From an optimization exercise on the open Yosys and OpenROAD flow, aimed at small area, a short achievable clock period and few clock cycles; shortcuts taken in it are not production practice. The RTL was checked by simulation tests, not by an equivalence proof against the original design. Power and IR drop assume default switching activity.

`flow/design.v`:
```
package cqt_pkg;
    localparam int CTB_LOG2    = 6;
    localparam int MIN_CU_LOG2 = 3;
    localparam int MAX_DEPTH   = CTB_LOG2 - MIN_CU_LOG2;
    localparam int GRID        = 1 << MAX_DEPTH;
    typedef logic [9:0]  ctx_addr_t;
    typedef logic [11:0] pix_x_t;
    typedef logic [10:0] pix_y_t;
    typedef logic [5:0]  ctb_col_t;
    typedef logic [4:0]  ctb_row_t;
endpackage
`timescale 1ns/1ns
module cqt_decoder
#(
    parameter int MAX_CTB_COLS = 64   
) (
    input  logic        clk,
    input  logic        rst_n,
    input  logic        cqt_start,
    input  cqt_pkg::ctb_col_t    ctb_x,
    input  cqt_pkg::ctb_row_t    ctb_y,
    input  cqt_pkg::pix_x_t      pic_width,
    input  cqt_pkg::pix_y_t      pic_height,
    output logic        bin_req,
    output cqt_pkg::ctx_addr_t   ctx_addr,
    input  logic        bin,
    input  logic        bin_vld,
    output logic        cu_valid,
    input  logic        cu_ready,
    output cqt_pkg::pix_x_t      cu_x,
    output cqt_pkg::pix_y_t      cu_y,
    output logic [2:0]  cu_log2_size,
    output logic        busy,
    output logic        ctb_done
);
    function automatic logic [2:0] last(input logic [2:0] x, input logic [1:0] d);
        case (d)
            2'd0:    last = 3'd7;
            2'd1:    last = x | 3'd3;
            2'd2:    last = x | 3'd1;
            default: last = x;
        endcase
    endfunction
    function automatic logic fits(input logic [2:0] x, input logic [2:0] y,
                                  input logic [1:0] d,
                                  input logic [7:0] wm, input logic [7:0] hm);
        fits = wm[last(x, d)] && hm[last(y, d)];
    endfunction
    function automatic logic [7:0] therm(input logic [3:0] n);
        for (int i = 0; i < 8; i++)
            therm[i] = (4'(i) < n);
    endfunction
    function automatic logic [6:0] sib(input logic [2:0] x, input logic [2:0] y,
                                       input int k,
                                       input logic [7:0] wm, input logic [7:0] hm);
        logic [2:0] hs, pm, px, py;
        logic       xr, yb;
        hs = 3'b100 >> (k - 1);
        pm = ~((hs << 1) - 3'd1);
        px = x & pm;
        py = y & pm;
        xr = wm[px | hs];
        yb = hm[py | hs];
        sib = '0;
        case ({|(y & hs), |(x & hs)})
            2'b00: begin
                if (xr)      sib = {1'b1, px | hs, py};
                else if (yb) sib = {1'b1, px, py | hs};
            end
            2'b01: if (yb) sib = {1'b1, px, py | hs};
            2'b10: if (xr) sib = {1'b1, px | hs, py | hs};
            default: ;
        endcase
    endfunction
    function automatic logic [1:0] inc2(input logic [1:0] a);
        inc2 = {a[1] ^ a[0], !a[0]};
    endfunction
    function automatic logic [1:0] dec2(input logic [1:0] a);
        dec2 = {a[1] ^ !a[0], !a[0]};
    endfunction
    function automatic logic [5:0] zidx(input logic [2:0] x, input logic [2:0] y);
        zidx = {y[2], x[2], y[1], x[1], y[0], x[0]};
    endfunction
    logic        busy_q;
    logic        done_q;
    logic        start;
    logic [7:1]  wm_q, hm_q;      
    logic [5:0]  sel_q;           
    logic        byp_q;           
    logic        s0_q;
    logic [3:0]  s1_q;            
    logic [15:0] s2_q;            
    logic [6:0]  lb_q;            
    logic [6:0]  ab_q;            
    logic [4:0]  shreg [MAX_CTB_COLS];
    logic        req_q;           
    logic        wait_q;          
    logic [2:0]  fx_q, fy_q;      
    logic [1:0]  fd_q;
    logic        sv_q;            
    logic [2:0]  sx_q, sy_q;
    logic [1:0]  sd_q;
    logic        c1_q, c0_q;      
    logic [2:0]  ux_q, uy_q;      
    logic        uend_q;          
    logic        ov_q;            
    logic [2:0]  ox_q, oy_q;
    logic [2:0]  osz_q;           
    assign start = cqt_start && !busy_q;
    logic [7:0] wm, hm;       
    logic [7:0] wmf, hmf;     
    assign wm  = {wm_q, 1'b1};
    assign hm  = {hm_q, 1'b1};
    assign wmf = {1'b0, wm[7:1]};
    assign hmf = {1'b0, hm[7:1]};
    logic       xfull, yfull;     
    logic [7:0] wm_in, hm_in;
    logic [6:0] cols_in;
    logic       lav, aav;
    assign xfull   = (ctb_x != pic_width[11:6]);
    assign yfull   = (ctb_y != pic_height[10:6]);
    always_comb
        for (int i = 0; i < 8; i++) begin
            wm_in[i] = xfull || (3'(i) < pic_width[5:3]);
            hm_in[i] = yfull || (3'(i) < pic_height[5:3]);
        end
    assign cols_in = {1'b0, pic_width[11:6]} + 7'(pic_width[5:3] != 3'd0);
    assign lav     = (ctb_x != '0);
    assign aav     = (ctb_y != '0);
    function automatic logic [1:0] nb_ctx(input logic [2:0] x, input logic [2:0] y,
                                          input logic [1:0] d,
                                          input logic [3:0] s1, input logic [15:0] s2,
                                          input logic [6:0] lb, input logic [6:0] ab,
                                          input logic la, input logic aa);
        logic cl, ca;
        logic [2:0] ux, uy;
        ux = {dec2(x[2:1]), 1'b0};
        uy = {dec2(y[2:1]), 1'b0};
        if (x == 3'd0) begin
            case (d)
                2'd0:    cl = lb[0];
                2'd1:    cl = y[2] ? lb[2] : lb[1];
                default: cl = lb[6:3] >> y[2:1];
            endcase
            cl = cl && la;
        end else begin
            case (d)
                2'd1:    cl = y[2] ? s1[2] : s1[0];
                default: cl = s2[{y[2], ux[2], y[1], ux[1]}];
            endcase
        end
        if (y == 3'd0) begin
            case (d)
                2'd0:    ca = ab[0];
                2'd1:    ca = x[2] ? ab[2] : ab[1];
                default: ca = ab[6:3] >> x[2:1];
            endcase
            ca = ca && aa;
        end else begin
            case (d)
                2'd1:    ca = x[2] ? s1[1] : s1[0];
                default: ca = s2[{uy[2], x[2], uy[1], x[1]}];
            endcase
        end
        nb_ctx = {cl, ca};
    endfunction
    logic [1:0] d0_in;
    logic       has0_in;
    logic       k0, k1, k2;
    logic       c1_0, c1_1, c1_2, c0_0, c0_1, c0_2;
    logic       c1_in, c0_in;
    always_comb begin
        has0_in = wm_in[1] && hm_in[1];
        k0 = xfull && yfull;
        k1 = !k0 && wm_in[3] && hm_in[3];
        k2 = !k0 && !(wm_in[3] && hm_in[3]);
        d0_in = {k2, k1};
        c1_0 = lav && aav && lb_q[0] && ab_q[0];
        c1_1 = lav && aav && lb_q[1] && ab_q[1];
        c1_2 = lav && aav && lb_q[3] && ab_q[3];
        c0_0 = (lav && lb_q[0]) ^ (aav && ab_q[0]);
        c0_1 = (lav && lb_q[1]) ^ (aav && ab_q[1]);
        c0_2 = (lav && lb_q[3]) ^ (aav && ab_q[3]);
        c1_in = (k0 && c1_0) || (k1 && c1_1) || (k2 && c1_2);
        c0_in = (k0 && c0_0) || (k1 && c0_1) || (k2 && c0_2);
    end
    logic [6:0] fs1, fs2;
    logic       nsv;
    logic [2:0] nsx, nsy;
    logic [1:0] nsd;
    always_comb begin
        fs1 = sib(fx_q, fy_q, 1, wmf, hmf);
        fs2 = sib(fx_q, fy_q, 2, wmf, hmf);
        nsv = 1'b0;
        nsx = fs1[5:3];
        nsy = fs1[2:0];
        nsd = 2'd1;
        if (fd_q == 2'd2 && fs2[6]) begin
            nsv = 1'b1;
            nsx = fs2[5:3];
            nsy = fs2[2:0];
            nsd = 2'd2;
        end else if (fd_q != 2'd0 && fs1[6]) begin
            nsv = 1'b1;
            nsd = fits(nsx, nsy, 2'd1, wm, hm) ? 2'd1 : 2'd2;
        end
    end
    always_ff @(posedge clk) begin
        sv_q <= nsv;
        sx_q <= nsx;
        sy_q <= nsy;
        sd_q <= nsd;
    end
    logic [1:0] ctx_s;      
    logic [1:0] ctx_s1;     
    logic [1:0] ctx_c;      
    always_comb begin
        ctx_s  = nb_ctx(sx_q, sy_q, sd_q, s1_q, s2_q, lb_q, ab_q, lav, aav);
        ctx_s1 = ctx_s | {sd_q == 2'd2 && sy_q == fy_q && fx_q[2:1] != 2'd3 && sx_q[2:1] == inc2(fx_q[2:1]),
                          sd_q == 2'd2 && sx_q == fx_q && fy_q[2:1] != 2'd3 && sy_q[2:1] == inc2(fy_q[2:1])};
        ctx_c  = nb_ctx(fx_q, fy_q, inc2(fd_q), s1_q, s2_q, lb_q, ab_q, lav, aav);
    end
    logic ans;
    logic down;
    assign ans  = wait_q && bin_vld;
    assign down = bin && fd_q != 2'd2;
    always_ff @(posedge clk) begin
        if (!rst_n) begin
            req_q  <= 1'b0;
            wait_q <= 1'b0;
        end else if (start) begin
            req_q  <= has0_in;
            wait_q <= 1'b0;
        end else if (req_q) begin
            req_q  <= 1'b0;
            wait_q <= 1'b1;
        end else if (ans) begin
            wait_q <= 1'b0;
            req_q  <= down || sv_q;
        end
    end
    always_ff @(posedge clk) begin
        if (start) begin
            fx_q <= 3'd0;
            fy_q <= 3'd0;
            fd_q <= d0_in;
            {c1_q, c0_q} <= {c1_in, c0_in};
        end else if (ans) begin
            if (down) begin
                fd_q <= inc2(fd_q);
                {c1_q, c0_q} <= {&ctx_c, ^ctx_c};
            end else begin
                fx_q <= sx_q;
                fy_q <= sy_q;
                fd_q <= sd_q;
                if (bin)
                    {c1_q, c0_q} <= {&ctx_s1, ^ctx_s1};
                else
                    {c1_q, c0_q} <= {&ctx_s, ^ctx_s};
            end
        end
    end
    always_ff @(posedge clk) begin
        if (start) begin
            s0_q <= !(xfull && yfull);
            for (int q = 0; q < 4; q++)
                s1_q[q] <= !(wm_in[4 * (q % 2) + 3] && hm_in[4 * (q / 2) + 3]);
            for (int b = 0; b < 16; b++)
                s2_q[b] <= !(wm_in[4 * ((b / 4) % 2) + 2 * (b % 2) + 1] &&
                             hm_in[4 * (b / 8) + 2 * ((b / 2) % 2) + 1]);
        end else if (ans && bin) begin
            case (fd_q)
                2'd0: s0_q <= 1'b1;
                2'd1: s1_q[{fy_q[2], fx_q[2]}] <= 1'b1;
                default: s2_q[{fy_q[2], fx_q[2], fy_q[1], fx_q[1]}] <= 1'b1;
            endcase
        end
    end
    assign bin_req  = req_q;
    assign ctx_addr = {7'd0, 1'b1, c1_q, c0_q};
    logic       fw_idle;
    logic [1:0] leaf_d;       
    logic [6:0] cs1, cs2, cs3;
    logic       known;
    logic       at_pend;
    logic       cu_ok;
    logic [1:0] cu_d;
    logic       nv;           
    logic [2:0] nx, ny;
    assign fw_idle = !req_q && !wait_q;
    always_comb begin
        if (!s0_q)
            leaf_d = 2'd0;
        else if (!s1_q[{uy_q[2], ux_q[2]}])
            leaf_d = 2'd1;
        else if (!s2_q[{uy_q[2], ux_q[2], uy_q[1], ux_q[1]}])
            leaf_d = 2'd2;
        else
            leaf_d = 2'd3;
        at_pend = (ux_q == fx_q) && (uy_q == fy_q);
        known   = fw_idle || !at_pend;
        cu_ok   = !uend_q && (known || (ans && (!bin || fd_q == 2'd2)));
        if (known)
            cu_d = leaf_d;
        else
            cu_d = bin ? 2'd3 : fd_q;
        cs1 = sib(ux_q, uy_q, 1, wm, hm);
        cs2 = sib(ux_q, uy_q, 2, wm, hm);
        cs3 = sib(ux_q, uy_q, 3, wm, hm);
        if (cu_d == 2'd3 && cs3[6])
            {nv, nx, ny} = cs3;
        else if (cu_d >= 2'd2 && cs2[6])
            {nv, nx, ny} = cs2;
        else if (cu_d >= 2'd1 && cs1[6])
            {nv, nx, ny} = cs1;
        else
            {nv, nx, ny} = 7'd0;
    end
    logic take;
    assign take = !ov_q || cu_ready;
    always_ff @(posedge clk) begin
        if (!rst_n) begin
            ov_q <= 1'b0;
        end else if (start) begin
            ov_q <= 1'b0;
        end else if (busy_q && take) begin
            ov_q <= cu_ok;
        end
    end
    always_ff @(posedge clk) begin
        if (start) begin
            ux_q   <= 3'd0;
            uy_q   <= 3'd0;
            uend_q <= 1'b0;
        end else if (busy_q && take && cu_ok) begin
            ox_q   <= ux_q;
            oy_q   <= uy_q;
            osz_q  <= {!(cu_d[1] && cu_d[0]), !(cu_d[1] ^ cu_d[0]), cu_d[0]};   
            ux_q   <= nx;
            uy_q   <= ny;
            uend_q <= !nv;
        end
    end
    assign cu_valid     = ov_q;
    logic [5:0] cx_q;
    logic [4:0] cy_q;
    always_ff @(posedge clk) begin
        cx_q <= ctb_x;
        cy_q <= ctb_y;
    end
    assign cu_x         = {cx_q, ox_q, 3'b000};
    assign cu_y         = {cy_q, oy_q, 3'b000};
    assign cu_log2_size = osz_q;
    always_ff @(posedge clk) begin
        if (!rst_n) begin
            busy_q <= 1'b0;
            done_q <= 1'b0;
        end else if (start) begin
            busy_q <= 1'b1;
            done_q <= 1'b0;
        end else if (done_q) begin
            busy_q <= 1'b0;
            done_q <= 1'b0;
        end else begin
            done_q <= busy_q && uend_q && take;
        end
    end
    assign busy     = busy_q;
    assign ctb_done = done_q;
    always_ff @(posedge clk) begin
        wm_q  <= wm_in[7:1];
        hm_q  <= hm_in[7:1];
        sel_q <= 6'(cols_in - 7'd2);
        byp_q <= (cols_in == 7'd1);
    end
    logic       full;
    logic [6:0] bot;       
    logic [4:0] bot_enc;
    logic [6:0] tap_dec;
    assign full = wm[7] && hm[7];
    assign bot  = {s2_q[15], s2_q[14], s2_q[11], s2_q[10], s1_q[3], s1_q[2], s0_q};
    function automatic logic [4:0] enc(input logic [6:0] t);
        if (t[1] && t[2]) enc = {1'b1, t[3], t[4], t[5], t[6]};
        else if (t[1])    enc = {3'b001, t[3], t[4]};
        else if (t[2])    enc = {3'b010, t[5], t[6]};
        else              enc = {4'b0000, t[0]};
    endfunction
    function automatic logic [6:0] dec(input logic [4:0] e);
        if (e[4])                 dec = {e[0], e[1], e[2], e[3], 3'b111};
        else if (e[3:2] == 2'b01) dec = {2'b00, e[0], e[1], 3'b011};
        else if (e[3:2] == 2'b10) dec = {e[0], e[1], 2'b00, 3'b101};
        else                      dec = {6'd0, e[0]};
    endfunction
    assign bot_enc = enc(bot);
    logic [7:0] ins;
    always_comb
        for (int m = 0; m < 8; m++)
            ins[m] = (sel_q[5:3] == 3'(7 - m));
    assign tap_dec = dec(shreg[{3'd7, sel_q[2:0]}]);
    always_ff @(posedge clk) begin
        if (done_q) begin
            for (int i = 0; i < MAX_CTB_COLS; i++)
                shreg[i] <= (i % 8 == 0 && (i == 0 || ins[i / 8])) ? bot_enc : shreg[(i + MAX_CTB_COLS - 1) % MAX_CTB_COLS];
            lb_q <= {s2_q[15], s2_q[13], s2_q[7], s2_q[5], s1_q[3], s1_q[1], s0_q};
            ab_q <= byp_q ? bot : tap_dec;
        end
    end
endmodule
```
`flow/run.sh`:
```
#!/bin/bash
# synth_recipe.tcl (not shown) runs the flow's synth.tcl, then flattens the netlist and writes it again
# the make line also repeats each setting of config.mk as NAME=value (left out here)
make -C /OpenROAD-flow-scripts/flow DESIGN_CONFIG=/design/flow/config.mk WORK_HOME=/design/flow/orfs CLKGATE_MAP_FILE= SYNTH_SCRIPT=/design/flow/synth_recipe.tcl finish
```
`flow/constraint.sdc`:
```
create_clock -name core_clock -period 6.0 [get_ports {clk}]
set_input_delay 1.2000 -clock core_clock [delete_from_list [all_inputs] [get_ports {clk}]]
set_output_delay 1.2000 -clock core_clock [all_outputs]
set_load 0.01 [all_outputs]
```
`flow/config.mk`:
```
export PLATFORM = sky130hd
export DESIGN_NAME = cqt_decoder
export DESIGN_NICKNAME = cqt_decoder
export VERILOG_FILES = /design/flow/design.v
export SDC_FILE = /design/flow/constraint.sdc
export NUM_CORES = 4
export LEC_CHECK = 0
export ABC_AREA = 1
export CAP_MARGIN = 20
export CORE_MARGIN = 2
export CORE_UTILIZATION = 40
export CTS_BUF_LIST = sky130_fd_sc_hd__clkbuf_16
export CTS_CLUSTER_DIAMETER = 80
export CTS_CLUSTER_SIZE = 30
export SETUP_SLACK_MARGIN = 3.6
export SLEW_MARGIN = 20
```
==> results of run 1 <==
==> power by group through the flow <==
| stage | registers, W | logic (W) | clock network, W |
|---|---|---|---|
| after floorplan | 0.00340 | 0.000563 | 0 |
| after global routing | 0.00338 | 0.00103 | 0.00196 |
| final | 0.00337 | 0.000932 | 0.00180 |
| after CTS | 0.00337 | 0.000824 | 0.00186 |
| after detailed placement | 0.00344 | 0.000779 | 0 |
| after global placement | 0.00344 | 0.000768 | 0 |
==> registers in the layout, indices dropped and copies added (netlist names), 2 cells and up <==
name and flops:
sel_q 6, ab_q 7, fy_q 2, cy_q 5, uy_q 3, sx_q 2, hm_q 7, ux_q 3
fd_q 2, shreg 320, fx_q 2, ox_q 3, wm_q 7, oy_q 3, sd_q 2, s2_q 16
sy_q 2, lb_q 7, s1_q 4, osz_q 3, cx_q 6
==> final timing paths <==
| check | start | end | cells after the start |
|---|---|---|---|
| worst min-delay path | shreg[13][3] | shreg[14][3] | 0 |
| worst max-delay path | s2_q[7] | c0_q | 11 |
| worst min register to register | shreg[13][3] | shreg[14][3] | 0 |
| worst max register to register | s2_q[7] | c0_q | 11 |
==> layout make-up <==
type,count,area share
repair buffers,117,0.05415
well taps,539,0.03434
multi-input cells,732,0.2180
clock buffers,23,0.02930
inverters,144,0.02988
repair inverters,6,0.002293
clock inverters,14,0.01121
flip-flops and latches,423,0.6208
==> worst max-delay path, delay by kind of cell (launching register included) <==
kind                       cells  cell delay, ns
AOI/OAI and AO/OA              6            0.98
adders and majority gates      1            0.28
buffers and inverters          1            0.14
DFF                            1            0.53
and+or+nand+nor                3            0.23
==> cell families after synthesis <==
family	share of synthesized area
DFF	0.7206
and+or+nand+nor	0.1075
AOI/OAI and AO/OA	0.09201
buffers and inverters	0.04868
adders and majority gates	0.01929
xor gates and xnor gates	0.01083
other	0.0004454
muxes	0.0005936
==> cell usage in the layout (no fill, tap or decap), types with 15 or more instances in the layout <==
| cell type | count |
|---|---|
| nor2_1 | 61 |
| inv_2 | 20 |
| nand3_1 | 53 |
| inv_1 | 112 |
| o211ai_1 | 15 |
| edfxtp_1 | 368 |
| a21oi_1 | 67 |
| o21ai_1 | 15 |
| ha_1 | 18 |
| o21ai_0 | 108 |
| dfxtp_1 | 41 |
| dlygate4sd2_1 | 27 |
| buf_4 | 46 |
| nand2_1 | 194 |
| nor3_1 | 15 |
| clkbuf_16 | 24 |
==> through the flow <==
step           hold WS, ns  area [sq um]  instances  total power, W
3_3_place_gp        0.4004         18020       1905        0.004204
3_5_place_dp        0.4045         18020       1905        0.004215
4_1_cts             0.4172         19260       1973        0.006057
2_1_floorplan       0.4003         16960       1344        0.003959
5_1_grt             0.4219         19640       1998        0.006361
6_report            0.4103         19640       1998        0.006104
==> routing by layer <==
metal  vias up  GRT usage  wire length (um)
met5         -          0                 0
met4         0    0.04680              1070
met3        65    0.02289              2432
met2       388     0.2405             15540
met1      4999     0.2402             16730
li1       4922          -                 -
==> repair_timing <==
action                                  CTS  global route
gates resized for setup                 147            73
cloned                                    4             4
endpoints found under the hold margin     0             0
buffers inserted                         27            21
endpoints found under the setup margin  297           325
pin swaps                                20            25
==> impl_metrics.ini, run 1 <==
[outcome]
status = no timing/DRC/antenna violations

[sta]
rsz0062_at_grt = true
fmax_ghz = 0.4136
slew_headroom = 0.4125
final-max-slew-violation-count = 0
worst_slew_pin_slew_ns = 0.8813
fin_skew_ns = 0.02686
timing.setup.tns_ns = 0
hold_violations = 0
setup_viol = 0
setup_slack_ns = 3.582
fin_crit_sh = 0.4030
fin_crit_ns = 2.418

[drt]
drc = 0
routedWlPerCell_um = 17.91
drtIter0Drc = 870
vias = 10370
dr.pass1.iters = 7
via_per_inst = 5.192
routed_wl_um = 35780
drtAntennaViolNets = 0

[logic_synthesis]
synth_area_sq_um = 16860
synthCells = 1332
synth_top_cells_by_area = edfxtp_1, dfxtp_1, nand2_1
synth_warnings = 2
synth_area_per_cell_sq_um = 12.66
synth_commonest_cells = edfxtp_1, nand2_1, inv_1
synth_seq_cells = 423
synth_edf_count = 368
yosys.area.top_type_share = 0.6553
synth_top_cell_by_area = edfxtp_1
synth.distinct_cells = 54
synthFlopType = edfxtp_1
synth_most_common_cell = edfxtp_1
ys_seq_area_frac = 0.7206
async_flop_share = 0

[critical_path]
critPathMaxFanout = 4
crit_type = reg -> reg
path_common_cell = a21oi_1
max_stage_delay_ns = 0.53
rrSetupSlack_ns = 3.58
cp_data_required_time_ns = 6.32
crit_slowest_cell = edfxtp_1
start_kind = register
cp-end-kind = register
crit_chain = inv_1 -> a21oi_1 -> o21ai_0 -> nand3_1 -> nand3_1 -> a21oi_1 -> a21oi_1 -> o21ai_0 -> ha_1 -> a21oi_2 -> nor2_1
worstPathArrival_ns = 2.74

[power]
p_leak_nw = 7.121
power.net_switching_w = 0.001714
ir_worst_vdd_v = 0.0002370
pwr-share-clk = 0.296
p_per_area_nw_per_um2 = 310.8
intPower_w = 0.004390
power_frac_comb = 0.153
switching_share = 0.2808
seq_power_share = 0.552

[placement]
hpwl_um = 22370
place_congestion = 0.8872
io_buffer_count = 59
place_ws_ns = 2.541

[floorplan]
initial_utilization = 0.4038
io_pins = 80
die_h_um = 209.3
fp.dieW_um = 209.3
num_rows = 75
dieArea_sq_um = 43810
core_sq_um = 41760

[clock_tree]
cts_root_buf = clkbuf_16
clock-sinks = 423
path_clk_slew_ns = 0.11
cts_tree = done
hold_buffers = 0
clock_path_buffers = 3
numCtsBuffers = 23
clock_insertion_delay_worst_skew_ns = 0.56
htreeDepth = 1

[global_route]
grt_pass1_wl_um = 54410
groute.usage.overall = 0.1592
antenna_found_initial = 0
overflow = 0
grt_max_degree = 205
grt_pass1_vias = 9609

[layout]
diodes = 0
area_delta_synth_final_pct = 16.48
final_nets = 1513
multiInputGateArea_sq_um = 4282
seq_area_sq_um = 12190
fill_cells = 3651
layout-drive-gt1-share = 0.1748
utilization = 0.4704

[hold_path]
hp-class = reg -> reg

[run]
max-cap-violations = 0
Testbench counts, summed over its fixed seeds: cycles 32,788.
==> run 2: changes to the inputs <==
--- a/flow/design.v
+++ b/flow/design.v
@@ -215,10 +215,18 @@
     logic [1:0] ctx_s1;     
     logic [1:0] ctx_c;      
     always_comb begin
-        ctx_s  = nb_ctx(sx_q, sy_q, sd_q, s1_q, s2_q, lb_q, ab_q, lav, aav);
+        if (!sd_q[1])
+            ctx_s = {sx_q[2] ? s1_q[{sy_q[2], 1'b0}] : (lav && (sy_q[2] ? lb_q[2] : lb_q[1])),
+                     sy_q[2] ? s1_q[{1'b0, sx_q[2]}] : (aav && (sx_q[2] ? ab_q[2] : ab_q[1]))};
+        else
+            ctx_s = nb_ctx(sx_q, sy_q, 2'd2, s1_q, s2_q, lb_q, ab_q, lav, aav);
         ctx_s1 = ctx_s | {sd_q == 2'd2 && sy_q == fy_q && fx_q[2:1] != 2'd3 && sx_q[2:1] == inc2(fx_q[2:1]),
                           sd_q == 2'd2 && sx_q == fx_q && fy_q[2:1] != 2'd3 && sy_q[2:1] == inc2(fy_q[2:1])};
-        ctx_c  = nb_ctx(fx_q, fy_q, inc2(fd_q), s1_q, s2_q, lb_q, ab_q, lav, aav);
+        if (fd_q == 2'd0)
+            ctx_c = {lav && lb_q[1], aav && ab_q[1]};
+        else
+            ctx_c = {fx_q[2] ? s2_q[fy_q[2] ? 9 : 1] : (lav && (fy_q[2] ? lb_q[5] : lb_q[3])),
+                     fy_q[2] ? s2_q[fx_q[2] ? 6 : 2] : (aav && (fx_q[2] ? ab_q[5] : ab_q[3]))};
     end
     logic ans;
     logic down;
@@ -262,12 +270,9 @@
     end
     always_ff @(posedge clk) begin
         if (start) begin
-            s0_q <= !(xfull && yfull);
-            for (int q = 0; q < 4; q++)
-                s1_q[q] <= !(wm_in[4 * (q % 2) + 3] && hm_in[4 * (q / 2) + 3]);
-            for (int b = 0; b < 16; b++)
-                s2_q[b] <= !(wm_in[4 * ((b / 4) % 2) + 2 * (b % 2) + 1] &&
-                             hm_in[4 * (b / 8) + 2 * ((b / 2) % 2) + 1]);
+            s0_q <= 1'b0;
+            s1_q <= '0;
+            s2_q <= '0;
         end else if (ans && bin) begin
             case (fd_q)
                 2'd0: s0_q <= 1'b1;
@@ -288,12 +293,23 @@
     logic       nv;           
     logic [2:0] nx, ny;
     assign fw_idle = !req_q && !wait_q;
+    logic        sp0;
+    logic [3:0]  sp1;
+    logic [15:0] sp2;
+    always_comb begin
+        sp0 = s0_q || !(wm[7] && hm[7]);
+        for (int q = 0; q < 4; q++)
+            sp1[q] = s1_q[q] || !(wm[4 * (q % 2) + 3] && hm[4 * (q / 2) + 3]);
+        for (int b = 0; b < 16; b++)
+            sp2[b] = s2_q[b] || !(wm[4 * ((b / 4) % 2) + 2 * (b % 2) + 1] &&
+                                  hm[4 * (b / 8) + 2 * ((b / 2) % 2) + 1]);
+    end
     always_comb begin
-        if (!s0_q)
+        if (!sp0)
             leaf_d = 2'd0;
-        else if (!s1_q[{uy_q[2], ux_q[2]}])
+        else if (!sp1[{uy_q[2], ux_q[2]}])
             leaf_d = 2'd1;
-        else if (!s2_q[{uy_q[2], ux_q[2], uy_q[1], ux_q[1]}])
+        else if (!sp2[{uy_q[2], ux_q[2], uy_q[1], ux_q[1]}])
             leaf_d = 2'd2;
         else
             leaf_d = 2'd3;
@@ -378,7 +394,10 @@
     logic [4:0] bot_enc;
     logic [6:0] tap_dec;
     assign full = wm[7] && hm[7];
-    assign bot  = {s2_q[15], s2_q[14], s2_q[11], s2_q[10], s1_q[3], s1_q[2], s0_q};
+    assign bot  = {s2_q[15], s2_q[14], s2_q[11], s2_q[10],
+                   s1_q[3] || !full,
+                   s1_q[2] || !(wm[3] && hm[7]),
+                   s0_q || !full};
     function automatic logic [4:0] enc(input logic [6:0] t);
         if (t[1] && t[2]) enc = {1'b1, t[3], t[4], t[5], t[6]};
         else if (t[1])    enc = {3'b001, t[3], t[4]};
--- a/flow/config.mk
+++ b/flow/config.mk
@@ -8,9 +8,10 @@
 export ABC_AREA = 1
 export CAP_MARGIN = 20
 export CORE_MARGIN = 2
-export CORE_UTILIZATION = 40
+export CORE_UTILIZATION = 50
 export CTS_BUF_LIST = sky130_fd_sc_hd__clkbuf_16
 export CTS_CLUSTER_DIAMETER = 80
 export CTS_CLUSTER_SIZE = 30
+export PLACE_DENSITY = 0.7
 export SETUP_SLACK_MARGIN = 3.6
 export SLEW_MARGIN = 20
==> run 2 against run 1 <==
  * Synthesized cell count down 5.4%
  * Area after synthesis down 4.0%
  * Register-to-register slack worse by 0.07 ns
  * Die area down 23%
  * Fmax down 6.3%
  * Via count down 9.0%
  * Sequential share of layout area up 2.9 points
  * Power down 6.2%
  * Highest routed layer unchanged
==> impl_metrics.ini, run 2 <==
[clock_tree]
htreeDepth = 1
cts_root_buf = clkbuf_16
numCtsBuffers = 20
clock_insertion_delay_worst_skew_ns = 0.55
clock-sinks = 423
clock_path_buffers = 3
path_clk_slew_ns = 0.10
cts_tree = done

[critical_path]
crit_family = simple AND/OR/NAND/NOR gates
path_buf_inv = 2
path_common_cell = buf_6
cp_data_required_time_ns = 6.28
cp-end-kind = register
crit_slowest_cell = or2_1
start_kind = primary input
max_stage_delay_ns = 0.27
critPathMaxFanout = 4
rrSetupSlack_ns = 3.51
crit_chain = buf_6 -> nor2_4 -> nand4_1 -> buf_6 -> a31oi_4 -> a22oi_2 -> or2_1 -> ha_4 -> nand2_1 -> a21oi_1 -> a211oi_1 -> nor2_1
crit_type = in -> reg
worstPathArrival_ns = 2.86

[sta]
hold_violations = 0
timing.setup.tns_ns = 0
rsz0062_at_grt = true
slew_headroom = 0.3146
fin_skew_ns = 0.03151
worst_slew_pin_slew_ns = 1.028
setup_viol = 0
fin_crit_ns = 2.581
fin_crit_sh = 0.4302
final-max-slew-violation-count = 0
fmax_ghz = 0.3874

[drt]
drtAntennaViolNets = 0
routed_wl_um = 32920
via_per_inst = 5.327
drtIter0Drc = 1056
drc = 0
routedWlPerCell_um = 18.57
dr.pass1.iters = 6
vias = 9445

[placement]
hpwl_um = 21660
io_buffer_count = 59
place_congestion = 0.8925

[floorplan]
fp.dieW_um = 183.9
io_pins = 80
initial_utilization = 0.5105
die_h_um = 183.9
num_rows = 65
dieArea_sq_um = 33840
core_sq_um = 31720

[layout]
final_common_cell = edfxtp_1
layout-drive-gt1-share = 0.1612
layout_common_cells = edfxtp_1, nand2_1, inv_1, nor2_1, o21ai_0
final_nets = 1420
largest-register = shreg
diodes = 0
area_delta_synth_final_pct = 14.02
top_regs = shreg: 320 flops, s2_q: 16 flops
largest_register_ffs = 320

[logic_synthesis]
synth_most_common_cell = edfxtp_1
ys_seq_area_frac = 0.7376
async_flop_share = 0
synth_edf_count = 347
synth_commonest_cells = edfxtp_1, nand2_1, inv_1
synth_area_sq_um = 16190
yosys.area.top_type_share = 0.6436
synth_warnings = 2
synth_top_cells_by_area = edfxtp_1, dfxtp_1, nand2_1
synth_seq_cells = 423
synthFlopType = edfxtp_1
synth_area_per_cell_sq_um = 12.85
synth.distinct_cells = 58
synth_top_cell_by_area = edfxtp_1
synthCells = 1260

[power]
p_per_area_nw_per_um2 = 310.0
p_leak_nw = 6.716
power.total_w = 0.005723
ir_worst_vdd_v = 0.0002557

[global_route]
grt_max_degree = 160
antenna_found_initial = 1
groute.usage.overall = 0.1925
overflow = 0
grt_pass1_wl_um = 49600
grt_pass1_vias = 8733

[outcome]
status = no timing/DRC/antenna violations

[hold_path]
hp-class = reg -> reg

[run]
max-cap-violations = 0
==> run 2: changes by cell type in the layout (fill, tap and decap cells not counted), moves of 8 or more <==
cell	change
xor2_1	+8
edfxtp_1	-21
o21ai_1	+11
o21ai_0	-39
o211ai_1	-14
buf_4	-9
a22oi_1	-9
inv_2	+9
nand3_1	-9
dlygate4sd2_1	-9
nand2_1	-8
dfxtp_1	+15
nor2_1	+14
==> run 2: path summary, 6_finish.rpt <==
kind / start / endpoint / cells past startpoint
worst min-delay path: shreg[14][2] / shreg[15][2] / 0
worst max register to register: sy_q[1] / c0_q / 12
worst min register to register: shreg[14][2] / shreg[15][2] / 0
worst max-delay path: ctb_x[4] / c0_q / 12
==> run 2: per-layer routing <==
layer / share of wire / track usage / vias up
met4: 0.024 / 0.04768 / 0
met3: 0.045 / 0.02159 / 57
met5: 0 / 0 / -
li1: - / - / 4569
met2: 0.45 / 0.2966 / 257
met1: 0.48 / 0.2948 / 4562
==> run 2: cell families (layout without fill, tap and decap cells) <==
| kind of cell | after synthesis | after routing | share of synthesized area |
|---|---|---|---|
| AO/OA/AOI/OAI | 212 | 212 | 0.07373 |
| adder cells (fa/ha/maj) | 22 | 22 | 0.01700 |
| AND/OR/NAND/NOR | 400 | 400 | 0.1103 |
| multiplexers | 1 | 1 | 0.0006183 |
| buffers and inverters | 177 | 276 | 0.04745 |
| other | 2 | 14 | 0.0004639 |
| XOR/XNOR | 23 | 23 | 0.01291 |
| flip-flops | 423 | 423 | 0.7376 |
==> run 2: cell type report <==
class                           instances  area [sq um]
Multi-Input combinational cell        672          3891
Fill cell                            2533         13260
Timing Repair inverter                  2         10.01
Tap cell                              402         503.0
Clock buffer                           20         500.5
Clock inverter                         15         176.4
Inverter                              141         559.3
Timing Repair Buffer                   98         828.3
Sequential cell                       423         11990
==> run 2: stage by stage <==
stage / instance area (sq um) / hold slack (ns) / setup WS (ns) / util / std cells
after floorplan: 16330 / 0.4003 / 2.273 / - / 1272
after global placement: 17230 / 0.4012 / 2.105 / 0.5433 / 1701
after detailed placement: 17230 / 0.4045 / 2.098 / 0.5433 / 1701
after CTS: 18130 / 0.4069 / 3.310 / 0.5716 / 1750
after global routing: 18460 / 0.4211 / 3.323 / 0.5820 / 1773
final: 18460 / 0.4088 / 3.419 / 0.5820 / 1773
==> run 2: repair_timing <==
item,in CTS,in global routing
pin swaps,21,31
hold buffers,0,0
cloned,1,1
buffers inserted,13,22
resized for setup,150,57
endpoints found under the setup margin,75,41
==> run 2: worst reg2reg max path: stages, from the launching register on <==
cell        delay [ns]
dfxtp_4           0.45
clkinvlp_4        0.18
ha_1              0.33
nand3b_1          0.16
nand2_1           0.07
nand2_1           0.06
a22oi_2           0.22
nand2b_4          0.19
ha_4              0.20
nand2_1           0.06
a21oi_1           0.06
a211oi_1          0.19
nor2_1            0.08
==> run 2: report_power, final <==
| part | internal [W] | leakage, nW | switching, W | total (W) |
|---|---|---|---|---|
| clock network | 0.000699 | 0.349 | 0.000932 | 0.00163 |
| logic | 0.000276 | 2.61 | 0.000460 | 0.000735 |
| registers | 0.00327 | 3.76 | 0.0000827 | 0.00336 |
Testbench counts of run 2, summed over its fixed seeds: cycles 32,788.
==> run 3: changes to the inputs <==
--- a/flow/design.v
+++ b/flow/design.v
@@ -125,8 +125,14 @@
             hm_in[i] = yfull || (3'(i) < pic_height[5:3]);
         end
     assign cols_in = {1'b0, pic_width[11:6]} + 7'(pic_width[5:3] != 3'd0);
-    assign lav     = (ctb_x != '0);
-    assign aav     = (ctb_y != '0);
+    logic fresh_q;
+    always_ff @(posedge clk)
+        if (!rst_n)
+            fresh_q <= 1'b1;
+        else if (done_q)
+            fresh_q <= 1'b0;
+    assign lav     = !fresh_q;
+    assign aav     = !fresh_q;
     function automatic logic [1:0] nb_ctx(input logic [2:0] x, input logic [2:0] y,
                                           input logic [1:0] d,
                                           input logic [3:0] s1, input logic [15:0] s2,
@@ -383,7 +389,11 @@
     end
     assign busy     = busy_q;
     assign ctb_done = done_q;
+    logic lastc_q, lastr_q, row0_q;
     always_ff @(posedge clk) begin
+        lastc_q <= (pic_width[5:3] != 3'd0) ? !xfull : (ctb_x + 6'd1 == pic_width[11:6]);
+        lastr_q <= (pic_height[5:3] != 3'd0) ? !yfull : (ctb_y + 5'd1 == pic_height[10:6]);
+        row0_q  <= (ctb_y == '0);
         wm_q  <= wm_in[7:1];
         hm_q  <= hm_in[7:1];
         sel_q <= 6'(cols_in - 7'd2);
@@ -418,10 +428,17 @@
     assign tap_dec = dec(shreg[{3'd7, sel_q[2:0]}]);
     always_ff @(posedge clk) begin
         if (done_q) begin
+            lb_q <= lastc_q ? 7'd0 : {s2_q[15], s2_q[13], s2_q[7], s2_q[5], s1_q[3], s1_q[1], s0_q};
+            if ((row0_q && !lastc_q) || (lastc_q && lastr_q))
+                ab_q <= 7'd0;
+            else
+                ab_q <= byp_q ? bot : tap_dec;
+        end
+    end
+    always_ff @(posedge clk) begin
+        if (done_q) begin
             for (int i = 0; i < MAX_CTB_COLS; i++)
                 shreg[i] <= (i % 8 == 0 && (i == 0 || ins[i / 8])) ? bot_enc : shreg[(i + MAX_CTB_COLS - 1) % MAX_CTB_COLS];
-            lb_q <= {s2_q[15], s2_q[13], s2_q[7], s2_q[5], s1_q[3], s1_q[1], s0_q};
-            ab_q <= byp_q ? bot : tap_dec;
         end
     end
 endmodule
==> run 3 against run 2 <==
  * Highest routed layer is now met5
  * Critical path depth is 1 higher
  * Area after synthesis up 1.6%
  * Wire length is 2.0% higher
  * Non-clock buffer count increased by 3
  * Core utilization is 0.42 points lower
  * Sequential power increased by 2%
  * Still clean on timing, DRC and antenna
  * Die area grew 1.5%
  * Count of clock-buffer cells in the layout unchanged
  * Register-to-register slack gained 0.12 ns
==> impl_metrics.ini, run 3 <==
[logic_synthesis]
synth.distinct_cells = 49
ys_seq_area_frac = 0.7310
async_flop_share = 0
synth_warnings = 2
yosys.area.top_type_share = 0.6336
synth_top_cell_by_area = edfxtp_1
synth_edf_count = 347
synth_seq_cells = 427
synth_top_cells_by_area = edfxtp_1, dfxtp_1, nand2_1
synth_area_sq_um = 16450
synthCells = 1311
synthFlopType = edfxtp_1
synth_most_common_cell = edfxtp_1
synth_area_per_cell_sq_um = 12.54
synth_commonest_cells = edfxtp_1, nand2_1, inv_1

[drt]
dr.pass1.iters = 5
top_layer = met5
drtAntennaViolNets = 0
routedWlPerCell_um = 18.00
vias = 9812
m1WireLength_um = 15730
drc = 0
wl_met3_um = 1955
via_per_inst = 5.258
routed_wl_um = 33580
met2_length_um = 15060
drtIter0Drc = 949

[global_route]
overflow = 0
grt_pass1_vias = 9421
grt_max_degree = 136
antenna_found_initial = 2
groute.usage.overall = 0.1979
grt_pass1_wl_um = 51830

[clock_tree]
clock-sinks = 427
path_clk_slew_ns = 0.11
clock_insertion_delay_worst_skew_ns = 0.55
clock_path_buffers = 3
cts_tree = done
numCtsBuffers = 20
cts_root_buf = clkbuf_16
htreeDepth = 1

[critical_path]
crit_chain = clkdlybuf4s15_2 -> xnor2_2 -> nand2_1 -> nor3_2 -> nand2_2 -> nor2_4 -> inv_1 -> nand2_4 -> nor2_2 -> nand2_1 -> nand3b_1 -> nand2_1 -> inv_1
path_common_cell = nand2_1
max_stage_delay_ns = 0.25
r2r-end = c0_q
worstPathArrival_ns = 2.67
cp_data_required_time_ns = 6.30
rrSetupSlack_ns = 3.63
cp-end-kind = register
critPathMaxFanout = 4
reg2reg_from = sx_q[2]
reg2reg_depth = 14
start_kind = primary input
crit_type = in -> reg
crit_slowest_cell = clkdlybuf4s15_2

[layout]
largest_register_ffs = 320
final_nets = 1476
layout_common_cells = edfxtp_1, nand2_1, inv_1, o21ai_0, nor2_1
largest-register = shreg
layout-drive-gt1-share = 0.1475
diodes = 0
final_common_cell = edfxtp_1
top_regs = shreg: 320 flops, s2_q: 16 flops
area_delta_synth_final_pct = 14.02

[sta]
hold_violations = 0
fin_crit_ns = 2.371
final-max-slew-violation-count = 0
fmax_ghz = 0.4217
rsz0062_at_grt = true
slew_headroom = 0.4987
worst_slew_pin_slew_ns = 0.7520
hold_slack_ns = 0.4133
fin_crit_sh = 0.3952
fin_skew_ns = 0.02333
timing.setup.tns_ns = 0
setup_viol = 0

[hold_path]
min-delay-start = shreg[53][1]
hp-class = reg -> reg
worstHoldPathCells = 0
hold_end = shreg[54][1]

[power]
p_leak_nw = 6.890
p_per_area_nw_per_um2 = 309.1
ir_worst_vdd_v = 0.0002155

[placement]
hpwl_um = 21800
io_buffer_count = 59
place_congestion = 0.9095

[run]
max-cap-violations = 0

[floorplan]
fp.dieW_um = 185.4
io_pins = 80
core_sq_um = 32450
initial_utilization = 0.5067
num_rows = 66
dieArea_sq_um = 34360
die_h_um = 185.4

[outcome]
status = no timing/DRC/antenna violations
[run 3: changes by cell type after synthesis, moves of 6 or more]
cell	delta
xnor2_1	+7
o21ai_1	-18
o21ai_0	+31
inv_2	-15
nand2_1	+16
inv_1	+16
xor2_1	+6
nand3_1	+6
[run 3: cell type report]
cell class	count	area, sq um
Fill cell	2576	13700
Clock buffer	20	500.5
Timing Repair inverter	1	5.005
Clock inverter	15	150.1
Tap cell	442	553.0
Multi-Input combinational cell	713	4028
Inverter	147	585.6
Sequential cell	427	12080
Timing Repair Buffer	101	849.6
[run 3: critical path: cells and delay by family]
family	cells	cell delay [ns]
simple gates	9	0.88
buf+inv	3	0.37
xor+xnor	1	0.21
[run 3: kinds of logic after synthesis]
kind of cell / count (synthesis) / share of synthesized area
DFF: 427 / 0.7310
and+or+nand+nor: 423 / 0.1120
AOI/OAI and AO/OA: 216 / 0.07152
buffers and inverters: 183 / 0.04740
xor gates and xnor gates: 35 / 0.01864
adders and majority gates: 25 / 0.01902
other: 2 / 0.0004567
[run 3: worst max path at each step]
stage	from	endpoint
6_report	pic_width[10]	c0_q
2_1_floorplan	done_q	ctb_done
3_3_place_gp	cqt_start	c1_q
5_1_grt	sx_q[1]	c0_q
4_1_cts	done_q	ctb_done
3_5_place_dp	cqt_start	c1_q
[run 3: repair_timing]
| item | 4_1_cts | 5_1_grt |
|---|---|---|
| hold endpoints to repair | 0 | 0 |
| hold buffers | 0 | 0 |
| buffers inserted | 26 | 12 |
| gates cloned | 1 | 0 |
| pin swaps | 16 | 26 |
| setup endpoints to repair | 171 | 44 |
| resized for setup | 141 | 82 |
[run 3: power by group]
| group | leakage (nW) | total (W) | switching [W] | internal [W] |
|---|---|---|---|---|
| registers | 3.80 | 0.00342 | 0.0000903 | 0.00333 |
| clock network | 0.334 | 0.00159 | 0.000932 | 0.000654 |
| logic | 2.76 | 0.000793 | 0.000506 | 0.000287 |
| total | 6.89 | 0.00580 | 0.00153 | 0.00427 |
[run 3: through the flow]
step	instances	total power [W]	area, sq um	setup WS, ns	utilization
detailed placement	1792	0.004166	17530	2.244	0.5400
CTS	1854	0.005794	18570	3.603	0.5721
finish	1866	0.005796	18750	3.629	0.5778
floorplan	1323	0.003957	16560	2.263	-
global route	1866	0.006038	18750	3.502	0.5778
global placement	1792	0.004147	17530	2.347	0.5400
[run 3: metal layers]
| layer | vias to the layer above | global-route usage |
|---|---|---|
| met2 | 287 | 0.3049 |
| met5 | - | 0 |
| met4 | 2 | 0.05111 |
| met1 | 4744 | 0.2944 |
| li1 | 4727 | - |
| met3 | 52 | 0.03244 |
Testbench counts of run 3, summed over its fixed seeds: cycles 32,788.
==> run 4: changes to the inputs <==
--- a/flow/config.mk
+++ b/flow/config.mk
@@ -5,7 +5,6 @@
 export SDC_FILE = /design/flow/constraint.sdc
 export NUM_CORES = 4
 export LEC_CHECK = 0
-export ABC_AREA = 1
 export CAP_MARGIN = 20
 export CORE_MARGIN = 2
 export CORE_UTILIZATION = 50
==> run 4 against run 3 <==
  * Count of clock-buffer cells in the layout fell by 1
  * Core utilization fell by 0.10 points
  * Combinational power fell by 22%
  * Sequential power rose by 2%
  * Non-clock buffer count rose by 6
  * Register-to-register slack got worse by 0.54 ns
  * First-iteration DRC count fell by 17%
  * Flip-flop and latch count did not move
  * Sequential share of layout area rose by 0.085 points
  * Fmax fell by 18%
  * Power fell by 3.5%
  * Setup slack got worse by 0.54 ns
  * Largest cell class unchanged
  * Largest power group unchanged
==> impl_metrics.ini, run 4 <==
[logic_synthesis]
ys_seq_area_frac = 0.7304
synth_edf_count = 347
synthFlopType = edfxtp_1
synth_seq_cells = 427
synth.distinct_cells = 69
synth_xor_xnor_area_share = 0.01969
synth_area_sq_um = 16460
async_flop_share = 0
synth_most_common_cell = edfxtp_1
synth_compound_area_frac = 0.08051
synth_commonest_cells = edfxtp_1, nand2_1, dfxtp_1
synthSimpleGateAreaFrac = 0.08157
synthCells = 1125
yosys.area.top_type_share = 0.6331
synth_warnings = 2
synth_area_per_cell_sq_um = 14.63
synth-adder-area-share = 0.01901
synth_top_family_by_area = simple AND/OR/NAND/NOR gates
synth_mux_area_frac = 0.04098
synth_top_cells_by_area = edfxtp_1, dfxtp_1, o21ai_0
synth_top_cell_by_area = edfxtp_1

[layout]
largest_register_ffs = 320
diodes = 0
final_common_cell = edfxtp_1
area_delta_synth_final_pct = 13.74
top_regs = shreg: 320 flops, s2_q: 16 flops
layout_common_cells = edfxtp_1, nand2_1, o21ai_0, dfxtp_1, nor2_1
final_nets = 1270
fill_cells = 2538
largest-register = shreg
layout-drive-gt1-share = 0.1757
stdcell_count = 1660

[critical_path]
worstPathArrival_ns = 3.18
crit_chain = mux4_2 -> mux4_2 -> nor2b_1 -> a31o_2 -> nand2_2 -> o211ai_1 -> ha_2 -> mux2i_1 -> nand2_1 -> o21ai_1 -> o22ai_1
cp_data_required_time_ns = 6.27
crit_type = reg -> reg
critPathMaxFanout = 7
start_kind = register
reg2reg_depth = 11
crit_slowest_cell = mux4_2
max_stage_delay_ns = 0.51
rrSetupSlack_ns = 3.09
path_common_cell = mux4_2
cp-end-kind = register

[floorplan]
initial_utilization = 0.5071
num_rows = 66
core_sq_um = 32450
io_pins = 80
die_h_um = 185.4
fp.dieW_um = 185.4
dieArea_sq_um = 34380

[clock_tree]
hold_buffers = 0
numCtsBuffers = 19
cts_root_buf = clkbuf_16
clock-sinks = 427
clock_insertion_delay_worst_skew_ns = 0.54
htreeDepth = 1
clock_path_buffers = 3
path_clk_slew_ns = 0.12
cts_tree = done

[outcome]
status = no timing/DRC/antenna violations

[sta]
fin_crit_sh = 0.4848
setup_slack_ns = 3.091
hold_violations = 0
setup_viol = 0
timing.setup.tns_ns = 0
fmax_ghz = 0.3438
fin_skew_ns = 0.01377
final-max-slew-violation-count = 0
slew_headroom = 0.2484
worst_slew_pin_slew_ns = 1.120
fin_crit_ns = 2.909
rsz0062_at_grt = true

[power]
ir_worst_vdd_v = 0.0002615
power.total_w = 0.005593
p_leak_nw = 6.397
p_per_area_nw_per_um2 = 298.8

[drt]
drc = 0
drtIter0Drc = 786
routed_wl_um = 31050
routedWlPerCell_um = 18.71
via_per_inst = 5.528
vias = 9176
dr.pass1.iters = 6
drtAntennaViolNets = 0

[placement]
hpwl_um = 18790
io_buffer_count = 59
placed_cells = 1583
place_congestion = 0.8741
place_ws_ns = 2.214

[global_route]
grt_pass1_vias = 8522
grt_pass1_wl_um = 47760
antenna_found_initial = 0
grt_max_degree = 96
overflow = 0
groute.usage.overall = 0.1801

[run]
max-cap-violations = 0

[hold_path]
hp-class = reg -> reg
worstHoldPathCells = 0
run 4: per-stage QoR:
step	cell area, sq um	utilization	hold slack [ns]
after floorplan	16770	-	0.4003
after global placement	17610	0.5427	0.4011
after detailed placement	17620	0.5428	0.4045
after CTS	18580	0.5726	0.4168
after global routing	18720	0.5768	0.4180
final	18720	0.5768	0.4112
run 4: timing repair:
| action | CTS | global route |
|---|---|---|
| endpoints found under the setup margin | 154 | 100 |
| gates cloned | 2 | 0 |
| pin swaps | 29 | 21 |
| resized for setup | 142 | 73 |
| buffers inserted | 32 | 9 |
run 4: power breakdown:
part / internal, W / switching, W / total, W
sequential: 0.00338 / 0.000106 / 0.00348
combinational: 0.000256 / 0.000362 / 0.000618
clock: 0.000607 / 0.000883 / 0.00149
total: 0.00424 / 0.00135 / 0.00559
run 4: path summary, 6_finish.rpt:
path | to | startpoint
worst max register to register | c0_q | sx_q[1]
worst max-delay path | c0_q | sx_q[1]
worst min-delay path | shreg[15][1] | shreg[14][1]
worst min register to register | shreg[15][1] | shreg[14][1]
run 4: cell type report:
cell class | count | area (sq um) | area share
multi-input cells | 612 | 4483 | 0.2395
repair buffers | 107 | 888.4 | 0.04746
flip-flops and latches | 427 | 12080 | 0.6451
inverters | 38 | 145.1 | 0.007753
clock buffers | 19 | 475.5 | 0.02540
clock inverters | 15 | 98.84 | 0.005280
well taps | 442 | 553.0 | 0.02954
run 4: cell families (layout without fill, tap and decap cells):
family	after synthesis	after routing
flops	427	427
mux	49	49
compound gates	216	216
simple gates	269	271
xor+xnor	37	37
other cells	2	14
buf+inv	100	179
fa+ha+maj	25	25
run 4: per-layer routing:
layer / track usage / share of wire / wire [um] / vias to the layer above
met2: 0.2870 / 0.47 / 14460 / 214
met4: 0.05079 / 0.028 / 882 / 0
met1: 0.2641 / 0.46 / 14420 / 4577
met5: 0 / 0 / 0 / -
li1: - / - / - / 4332
met3: 0.02006 / 0.042 / 1292 / 53
run 4: worst max-delay path: cells and delay by family, from the launching register on:
| kind | cells | cell delay [ns] |
|---|---|---|
| AOI/OAI and AO/OA | 4 | 0.49 |
| adders and majority gates | 1 | 0.29 |
| DFF | 1 | 0.44 |
| muxes | 3 | 1.14 |
| and+or+nand+nor | 3 | 0.28 |
==> run 5: changes to the inputs <==
--- a/flow/config.mk
+++ b/flow/config.mk
@@ -5,6 +5,7 @@
 export SDC_FILE = /design/flow/constraint.sdc
 export NUM_CORES = 4
 export LEC_CHECK = 0
+export ABC_AREA = 1
 export CAP_MARGIN = 20
 export CORE_MARGIN = 2
 export CORE_UTILIZATION = 50
@@ -12,5 +13,5 @@
 export CTS_CLUSTER_DIAMETER = 80
 export CTS_CLUSTER_SIZE = 30
 export PLACE_DENSITY = 0.7
-export SETUP_SLACK_MARGIN = 3.6
+export SETUP_SLACK_MARGIN = 3.55
 export SLEW_MARGIN = 20
==> run 5 against run 4 <==
  * Clock power grew 7%
  * Non-clock buffer count grew 1
  * Final cell count grew 13%
  * Core utilization grew 0.15 points
  * Via count grew 8.0%
  * Critical endpoint unchanged
  * Highest routed layer is now met5
==> impl_metrics.ini, run 5 <==
[outcome]
status = no timing/DRC/antenna violations

[drt]
routed_wl_um = 33230
routedWlPerCell_um = 17.72
via_per_inst = 5.287
drc = 0
vias = 9914
dr.pass1.iters = 5
drtIter0Drc = 1022
drtAntennaViolNets = 0

[layout]
final_common_cell = edfxtp_1
area_delta_synth_final_pct = 14.13
fill_cells = 2556
largest_register_ffs = 320
final_nets = 1483
layout-drive-gt1-share = 0.1362
layout_common_cells = edfxtp_1, nand2_1, inv_1, o21ai_0, nor2_1
largest-register = shreg
stdcell_area_sq_um = 18770
multiInputGateArea_sq_um = 3963
seq_area_sq_um = 12080
top_regs = shreg: 320 flops, s2_q: 16 flops

[clock_tree]
clock_path_buffers = 3
path_clk_slew_ns = 0.11
clock_insertion_delay_worst_skew_ns = 0.55
htreeDepth = 1
numCtsBuffers = 20
clock-sinks = 427
hold_buffers = 0
cts_tree = done
cts_root_buf = clkbuf_16

[sta]
rsz0062_at_grt = true
final-max-slew-violation-count = 0
fin_skew_ns = 0.02917
fin_crit_ns = 2.448
hold_violations = 0
fin_crit_sh = 0.4080
setup_viol = 0
worst_slew_pin_slew_ns = 0.8968
timing.setup.tns_ns = 0
fmax_ghz = 0.4085
slew_headroom = 0.4021

[placement]
placed_cell_area_sq_um = 17490
hpwl_um = 22150
io_buffer_count = 59
place_congestion = 0.9336

[logic_synthesis]
synth_commonest_cells = edfxtp_1, nand2_1, inv_1
synthCells = 1311
async_flop_share = 0
synth_area_sq_um = 16450
synth_warnings = 2
synthFlopType = edfxtp_1
synth_most_common_cell = edfxtp_1
synth_seq_cells = 427
synth_area_per_cell_sq_um = 12.54
synth_edf_count = 347
ys_seq_area_frac = 0.7310
synth.distinct_cells = 49
synth_top_cell_by_area = edfxtp_1
synth_top_cells_by_area = edfxtp_1, dfxtp_1, nand2_1
yosys.area.top_type_share = 0.6336

[floorplan]
die_h_um = 185.4
fp.dieW_um = 185.4
dieArea_sq_um = 34360
initial_utilization = 0.5067
core_sq_um = 32450
num_rows = 66
io_pins = 80

[run]
max-cap-violations = 0

[critical_path]
path_common_cell = nand2_1
start_kind = primary input
cp-end-kind = register
max_stage_delay_ns = 0.45
critPathMaxFanout = 4
crit_slowest_cell = clkdlybuf4s50_1
crit_chain = clkdlybuf4s50_1 -> xor2_1 -> nor2_1 -> nand2_2 -> nand2_2 -> nor2_1 -> nand2_1 -> nand2_1 -> nand3b_1 -> nand2_1 -> inv_1
worstPathArrival_ns = 2.75
path_buf_inv = 2
cp_data_required_time_ns = 6.30
crit_type = in -> reg
crit_family = simple AND/OR/NAND/NOR gates

[global_route]
grt_max_degree = 97
grt_pass1_wl_um = 50190
groute.usage.overall = 0.1917
grt_pass1_vias = 9041
antenna_found_initial = 4
overflow = 0

[power]
p_per_area_nw_per_um2 = 308.9
ir_worst_vdd_v = 0.0002438
p_leak_nw = 6.972

[hold_path]
hp-class = reg -> reg
[run 5: through the flow]
stage / cells / utilization / setup WS, ns / hold WS [ns] / total power [W]
after global routing: 1874 / 0.5783 / 3.442 / 0.4154 / 0.006041
after detailed placement: 1794 / 0.5389 / 2.335 / 0.4045 / 0.004164
after global placement: 1794 / 0.5389 / 2.347 / 0.4005 / 0.004144
after CTS: 1842 / 0.5650 / 3.472 / 0.4184 / 0.005761
final: 1875 / 0.5783 / 3.552 / 0.4166 / 0.005799
after floorplan: 1323 / - / 2.263 / 0.4003 / 0.003954
[run 5: power breakdown]
part | internal [W] | switching, W
Sequential | 0.00333 | 0.0000944
Combinational | 0.000291 | 0.000498
Clock | 0.000655 | 0.000933
Total | 0.00427 | 0.00153
[run 5: what timing repair did]
action | in CTS | in global routing
pin swaps | 10 | 27
setup endpoints to repair | 177 | 48
gates resized for setup | 102 | 79
cloned | 0 | 1
buffers inserted | 12 | 31
[run 5: logic make-up after synthesis]
group | Yosys count | share of synthesized area
XOR/XNOR | 35 | 0.01864
adder cells (fa/ha/maj) | 25 | 0.01902
flip-flops | 427 | 0.7310
AO/OA/AOI/OAI | 216 | 0.07152
buffers and inverters | 183 | 0.04740
AND/OR/NAND/NOR | 423 | 0.1120
other | 2 | 0.0004567
[run 5: area by class of cell]
type	count	area share
timing repair buffer	108	0.04973
antenna	1	0.0001333
timing repair inverter	1	0.0004000
sequential	427	0.6438
clock inverter	16	0.007733
inverter	147	0.03093
multi-input combinational	713	0.2111
tap	442	0.02946
clock buffer	20	0.02666
[run 5: per-layer routing]
| layer | up-vias | global-route usage | wire, um |
|---|---|---|---|
| met5 | - | 0 | 41 |
| met4 | 6 | 0.04286 | 693 |
| met3 | 56 | 0.02890 | 1897 |
| met2 | 292 | 0.3034 | 15270 |
| met1 | 4796 | 0.2826 | 15330 |
| li1 | 4764 | - | - |
[run 5: path summary, 6_finish.rpt]
kind | from | to | slack [ns] | cells after the start
worst max-delay path | pic_height[7] | c0_q | 3.55 | 11
worst min-delay path | shreg[5][0] | shreg[6][0] | 0.42 | 0
worst max register to register | sx_q[1] | c0_q | 3.58 | 16
worst min register to register | shreg[5][0] | shreg[6][0] | 0.42 | 0
[run 5: worst reg2reg max path: stages, from the launching register on]
cell	delay [ns]
dfxtp_4	0.44
clkinvlp_4	0.19
buf_4	0.18
a21oi_1	0.13
o21ai_1	0.08
nand2_1	0.07
o211ai_1	0.10
nand2_1	0.07
inv_1	0.04
o21ai_1	0.12
o21ai_1	0.12
nand2_1	0.09
ha_1	0.22
nand3_1	0.10
nand4_1	0.12
nand2_1	0.10
inv_1	0.04
==> run 6: changes to the inputs <==
--- a/flow/config.mk
+++ b/flow/config.mk
@@ -13,5 +13,5 @@
 export CTS_CLUSTER_DIAMETER = 80
 export CTS_CLUSTER_SIZE = 30
 export PLACE_DENSITY = 0.7
-export SETUP_SLACK_MARGIN = 3.55
+export SETUP_SLACK_MARGIN = 3.65
 export SLEW_MARGIN = 20
==> run 6 against run 5 <==
  * Core utilization up 0.37 points
  * Via count down 0.50%
  * Setup slack better by 0.040 ns
  * Wire length up 1.1%
  * Critical path depth up 2
  * Flip-flop and latch count unchanged
  * Largest power group unchanged
  * Highest routed layer unchanged
==> impl_metrics.ini, run 6 <==
[sta]
slew_headroom = 0.2889
fin_skew_ns = 0.03506
hold_violations = 0
final-max-slew-violation-count = 0
timing.setup.tns_ns = 0
setup_viol = 0
hold_slack_ns = 0.4162
worst_slew_pin_slew_ns = 1.067
rsz0062_at_grt = true
setup_slack_ns = 3.592
fin_crit_sh = 0.4013
fmax_ghz = 0.4153
fin_crit_ns = 2.408

[global_route]
antenna_found_initial = 4
overflow = 0
grt_pass1_vias = 9120
groute.usage.overall = 0.1980
grt_max_degree = 200
grt_pass1_wl_um = 51500

[logic_synthesis]
synth_commonest_cells = edfxtp_1, nand2_1, inv_1
synth_warnings = 2
synth_top_cell_by_area = edfxtp_1
synth_most_common_cell = edfxtp_1
synth_edf_count = 347
synth_seq_cells = 427
synth_area_per_cell_sq_um = 12.54
synthCells = 1311
yosys.area.top_type_share = 0.6336
synth_area_sq_um = 16450
synthFlopType = edfxtp_1
synth_top_cells_by_area = edfxtp_1, dfxtp_1, nand2_1
ys_seq_area_frac = 0.7310
synth.distinct_cells = 49
async_flop_share = 0

[drt]
dr.pass1.iters = 5
drc = 0
vias = 9864
drtAntennaViolNets = 0
routed_wl_um = 33580
via_per_inst = 5.281
drtIter0Drc = 994
routedWlPerCell_um = 17.98

[clock_tree]
cts_tree = done
path_clk_slew_ns = 0.11
clock_insertion_delay_worst_skew_ns = 0.55
hold_buffers = 0
htreeDepth = 1
numCtsBuffers = 22
clock-sinks = 427
cts_root_buf = clkbuf_16
clock_path_buffers = 3

[critical_path]
reg2reg_depth = 18
worstPathArrival_ns = 2.87
critPathMaxFanout = 6
reg2reg_from = uy_q[1]
r2r-end = ux_q[2]
start_kind = primary input
cp_data_required_time_ns = 6.46
cp-end-kind = register
crit_type = in -> reg
rrSetupSlack_ns = 3.63

[outcome]
status = no timing/DRC/antenna violations

[layout]
final_nets = 1475
layout_common_cells = edfxtp_1, nand2_1, inv_1, o21ai_0, nor2_1
largest_register_ffs = 320
layout-drive-gt1-share = 0.1607
largest-register = shreg
area_delta_synth_final_pct = 14.86
multiInputGateArea_sq_um = 4039
final_common_cell = edfxtp_1
fill_cells = 2596
seq_area_sq_um = 12090
top_regs = shreg: 320 flops, s2_q: 16 flops

[floorplan]
die_h_um = 185.4
io_pins = 80
core_sq_um = 32450
initial_utilization = 0.5067
fp.dieW_um = 185.4
dieArea_sq_um = 34360
num_rows = 66

[run]
max-cap-violations = 0

[placement]
hpwl_um = 21990
place_congestion = 0.9227
place_ws_ns = 2.122
io_buffer_count = 59

[hold_path]
hp-class = reg -> reg
min-delay-start = shreg[33][2]
hold_end = shreg[34][2]
worstHoldPathCells = 0

[power]
power.total_w = 0.005978
power_frac_comb = 0.134
switching_share = 0.2670
ir_worst_vdd_v = 0.0002572
p_leak_nw = 6.927
p_per_area_nw_per_um2 = 316.5
pwr-share-clk = 0.294
intPower_w = 0.004382
power.net_switching_w = 0.001596
seq_power_share = 0.572
-- run 6: cell count changes in the layout (fill, tap and decap cells not counted), moves of 4 or more --
cell / previous run / this run
dlygate4sd2_1: 38 / 19
buf_2: 2 / 16
buf_4: 41 / 27
clkdlybuf4s15_2: 0 / 12
dfxtp_2: 8 / 15
dfxtp_1: 58 / 53
dlymetal6s2s_1: 5 / 1
inv_8: 0 / 4
-- run 6: cells by family (layout without fill, tap and decap cells) --
kind of cell,Yosys count,in the layout,share of synthesized area
flops,427,427,0.7310
other cells,2,15,0.0004567
simple gates,423,423,0.1120
compound gates,216,216,0.07152
xor+xnor,35,35,0.01864
buf+inv,183,285,0.04740
fa+ha+maj,25,25,0.01902
-- run 6: area by class of cell --
cell class	instances	area share
multi-input cells	713	0.2138
repair buffers	98	0.04590
flip-flops and latches	427	0.6398
clock inverters	16	0.009340
well taps	442	0.02928
repair inverters	1	0.0002650
clock buffers	23	0.03047
inverters	147	0.03100
diodes	1	0.0001325
-- run 6: metrics by stage --
stage | area, sq um | util | instances
4_1_cts | 18680 | 0.5754 | 1857
5_1_grt | 18890 | 0.5820 | 1867
3_3_place_gp | 17570 | 0.5413 | 1792
6_report | 18890 | 0.5820 | 1868
2_1_floorplan | 16600 | - | 1323
3_5_place_dp | 17570 | 0.5413 | 1792
-- run 6: worst max-delay path by stage --
stage | start | to | slack [ns] | depth (start not counted)
floorplan | done_q | ctb_done | 2.26 | 0
global placement | cqt_start | c1_q | 2.20 | 5
detailed placement | cqt_start | c1_q | 2.12 | 5
CTS | done_q | ctb_done | 3.51 | 1
global route | sx_q[1] | c0_q | 3.45 | 14
finish | bin | ux_q[2] | 3.59 | 13
-- run 6: worst max-delay path, stage by stage --
cell             delay [ns]
clkdlybuf4s15_2        0.25
nor2_2                 0.24
nand4_1                0.17
nand2_2                0.13
inv_2                  0.06
ha_4                   0.18
nand3_4                0.10
inv_2                  0.05
nor2_4                 0.12
nand2_2                0.09
nor2_2                 0.10
nand2_1                0.07
a21oi_2                0.12
-- run 6: power by group through the flow --
stage                     sequential [W]  combinational (W)  clock (W)
after detailed placement         0.00349           0.000694          0
final                            0.00342           0.000801    0.00176
after CTS                        0.00342           0.000762    0.00181
after floorplan                  0.00347           0.000498          0
after global routing             0.00343           0.000890    0.00190
after global placement           0.00348           0.000679          0
-- run 6: what timing repair did --
item                       CTS  global route
gates cloned                 1             0
setup buffers               25            10
setup endpoints to repair   80            42
resized for setup          200            56
pin swaps                   25            21
-- run 6: routing by layer --
layer	share of wire	vias up	GRT usage
met2	0.44	284	0.2957
li1	-	4743	-
met5	0.00074	-	0
met3	0.066	52	0.03834
met4	0.021	4	0.04349
met1	0.48	4781	0.3018

-- static timing again, ports no longer ideal --
No port has a modelled driver above. Below, the same layouts with a new extraction and two added sets of constraints. Step 1: set_driving_cell puts a clkbuf_16 on clk and a buf_2 on each other input, an assumption about the parent block. Step 2 also shifts input and output timing later by t, the mid clock arrival at the registers, as if the neighbouring blocks saw the same clock. Three values: no drivers, after step 1, after step 2; two values: the first two.
| run | t (ns) | setup slack, ns | worst hold slack (ns) |
|---|---|---|---|
| run 1 | 0.603 | 3.582 / 3.582 / 3.034 | 0.410 / 0.410 / 0.410 |
| run 2 | 0.588 | 3.419 / 3.434 / 2.846 | 0.409 / 0.409 / 0.409 |
| run 3 | 0.589 | 3.629 / 3.579 / 3.042 | 0.413 / 0.413 / 0.413 |
| run 4 | 0.584 | 3.091 / 3.091 / 2.803 | 0.411 / 0.411 / 0.411 |
| run 5 | 0.583 | 3.552 / 3.547 / 2.964 | 0.417 / 0.417 / 0.417 |
| run 6 | 0.591 | 3.592 / 3.576 / 2.985 | 0.416 / 0.416 / 0.416 |
After both steps every run listed still meets setup and hold. For run 6, which loses most, drivers alone change the setup slack by -0.016 ns; drivers and shift together by -0.607 ns.
